What follows belongs to an exercise in optimizing a design on an open flow for small area, a short achievable clock period and few clock cycles per item; a production flow would make more cautious choices. In this exercise RTL edits were held to simulation tests only and were not proved equivalent to the original.

before:
## equal_power_crossfade_gain
module equal_power_crossfade_gain (
  input  logic        clk,
  input  logic        rst_n,
  input  logic        in_valid,
  output logic        in_ready,
  input  logic        in_kind,
  input  logic [15:0] in_duration_frames,
  input  logic        in_has_out_track,
  input  logic        in_has_in_track,
  input  logic [16:0] in_out_start_level,
  input  logic [16:0] in_out_end_level,
  input  logic [16:0] in_in_start_level,
  input  logic [16:0] in_in_end_level,
  input  logic [16:0] in_out_clip_rate,
  input  logic [16:0] in_in_clip_rate,
  output logic        out_valid,
  input  logic        out_ready,
  output logic [7:0]  out_out_gain,
  output logic [7:0]  out_in_gain,
  output logic        out_out_valid,
  output logic        out_in_valid,
  output logic        out_stop_out,
  output logic        out_fade_done,
  output logic        out_fading,
  input  logic        cfg_valid,
  output logic        cfg_ready,
  ...
Size: ~1500 flip-flops, ~0.11 mm² of cells after synthesis.
clock: 12.0 ns
lec_check: 0
cap_margin: 20
core_margin: 2
core_utilization: 60
slew_margin: 20
synth_memory_max_bits: 16384
run.sh (not shown) runs the stock make flow with config.mk's settings and CLKGATE_MAP_FILE= SYNTH_SCRIPT=/design/flow/synth_recipe.tcl, a recipe that flattens the netlist after the stock synthesis.
Testbench counts of before, summed over its fixed seeds: cycles 6,714, items 5,760.
Changes in after relative to before:
diff --git a/flow/design.v b/flow/design.v
--- a/flow/design.v
+++ b/flow/design.v
@@ -3747,66 +3747,61 @@
   logic [15:0] r0_r, n_r;           
   logic [16:0] r0ml_r;               
   logic [16:0] x_r;                  
   logic [16:0] q0_r, u_r;           
   logic [16:0] uc_r;                
   logic [15:0] plo_r, pli_r;        
   logic [15:0] f0o_r, f0i_r;
   logic [16:0] f1o_r, f1i_r;
   logic [16:0] e0o_r, e0i_r, e1o_r, e1i_r;
   logic        cy, done;
-  logic        cyp_r, cyu_r;         
   logic [16:0] u_new, uc_new, x_new;
   logic [17:0] plo_new, pli_new;    
   assign cy      = ~x_r[16];
   assign x_new   = x_r + (cy ? r0ml_r : {1'b0, r0_r});
-  assign u_new   = u_r + q0_r + {16'd0, cyu_r};
-  assign uc_new  = uc_r - q0_r - {16'd0, cyu_r};
+  assign u_new   = u_r + q0_r + {16'd0, cy};
+  assign uc_new  = uc_r - q0_r - {16'd0, cy};
   assign done    = (n_r == 16'd1);
-  assign plo_new = {2'b00, plo_r} + {1'b0, cyp_r ? f1o_r : {1'b0, f0o_r}};
-  assign pli_new = {2'b00, pli_r} + {1'b0, cyp_r ? f1i_r : {1'b0, f0i_r}};
+  assign plo_new = {2'b00, plo_r} + {1'b0, cy ? f1o_r : {1'b0, f0o_r}};
+  assign pli_new = {2'b00, pli_r} + {1'b0, cy ? f1i_r : {1'b0, f0i_r}};
   always_ff @(posedge clk) begin
     if (!rst_n) begin
       act_r <= 1'b0;
     end else if (iss_start) begin
       act_r <= (dv_len != 16'd0);
     end else if (iss_tick & act_r & done) begin
       act_r <= 1'b0;
     end
   end
   always_ff @(posedge clk) begin
     if (iss_start) begin
       q0_r   <= dv_q0;
       r0_r   <= dv_r0;
       r0ml_r <= {1'b0, dv_r0} - {1'b0, dv_len};
       x_r    <= {1'b0, dv_r0} - {1'b0, dv_len};
-      cyp_r  <= 1'b0;                   
-      cyu_r  <= 1'b0;
       u_r    <= 17'd128;
       uc_r   <= 17'd65663;
       n_r    <= dv_len;
       fo_r   <= d_ho;
       fi_r   <= d_hi;
       plo_r  <= 16'h8000;
       pli_r  <= 16'h8000;
       f0o_r  <= dv_dqo_lo;
       f0i_r  <= dv_dqi_lo;
       f1o_r  <= {1'b0, dv_dqo_lo} + {1'b0, dv_dlo[15:0]};
       f1i_r  <= {1'b0, dv_dqi_lo} + {1'b0, dv_dli[15:0]};
       e0o_r  <= dv_dqo_hi;
       e0i_r  <= dv_dqi_hi;
       e1o_r  <= dv_dqo_hid;
       e1i_r  <= dv_dqi_hid;
     end else if (iss_tick & act_r) begin
       x_r   <= x_new;
-      cyp_r <= ~x_new[16];
-      cyu_r <= ~x_new[16];
       u_r   <= u_new;
       uc_r  <= uc_new;
       n_r   <= n_r - 16'd1;
       plo_r <= plo_new[15:0];
       pli_r <= pli_new[15:0];
     end
   end
   logic        b_v, c_v, d_v, e_v, f_v;
   logic        b_k, c_k, d_k;
   logic        c_kw, d_kw;          
@@ -3835,21 +3830,21 @@
       f_v <= e_v;
     end
   end
   logic tk_act;
   assign tk_act = iss_tick & act_r;
   always_ff @(posedge clk) begin
     b_k   <= head_k;
     b_idx <= u_new[16:8];
     b_cidx <= uc_new[16:8];
     b_act <= tk_act;
-    b_c   <= cyp_r;
+    b_c   <= cy;
     b_coo <= plo_new[17:16];
     b_coi <= pli_new[17:16];
     b_fl  <= {tk_act & fo_r, tk_act & fi_r, tk_act & done & fo_r, tk_act & done,
               iss_start ? (dv_len != 16'd0) : (tk_act & ~done)};
   end
   logic [16:0] w_sin, w_cos;
   epcg_sine_rom u_sin (.idx(b_idx), .val(w_sin));
   epcg_sine_rom u_cos (.idx(b_cidx), .val(w_cos));
   logic [16:0] pho_r, phi_r;        
   logic [16:0] b_lo, b_li;
Findings:
As far as max-capacitance violation count goes, before and after are indistinguishable; the numbers are identical.
Comparing before against after, there is no change at all in total global routing overflow.
On global placement routability congestion, before and after are basically level.
A cell with the largest stage delay on the worst path of o41ai_1 is what before shows, while dfxtp_2 belongs to after.
On after: number of logic stages on the critical path including buffering is 1 lower than what before gave.
Per the comparison of after with before, final cell count roughly the same; area after synthesis lower; number of clock buffers in the layout lower; total of flip-flops plus latches after synthesis roughly the same.
Diff before -> after: cell area after layout went down by about 0.36%; worst setup slack went down by 0.31 ns; multi-input combinational gate total ~0 delta.
Number of distinct standard cells referenced by the synthesized netlist up 3 in after wrt before
Testbench counts of after, summed over its fixed seeds: cycles 6,714, items 5,760.

## port drivers added, routing unchanged
No port has a modelled driver above. Below, the same layouts with a new extraction and two added sets of constraints.
Step 1, drivers: a clkbuf_16 drives clk and a buf_2 each remaining input, both assumed.
Step 2 adds t to the input delays and takes it off the output delays; t is the mean of the earliest and latest rising clock arrival at the registers after step 1. Input paths then give back, and output paths get back, about the clock's delay inside the block.
Slacks: ideal ports / drivers / drivers and shift; pairs: ideal ports / drivers.
| run | t (ns) | slack for setup (ns) | pins driven straight from the clock port |
|---|---|---|---|
| before | 0.903 | 7.431 / 7.431 / 7.376 | 1 |
| after | 0.911 | 7.124 / 7.124 / 7.124 | 1 |
After both steps setup and hold are still met in every run listed. For before, which loses most, drivers alone change the setup slack by 0.000 ns; drivers and shift together by -0.055 ns.
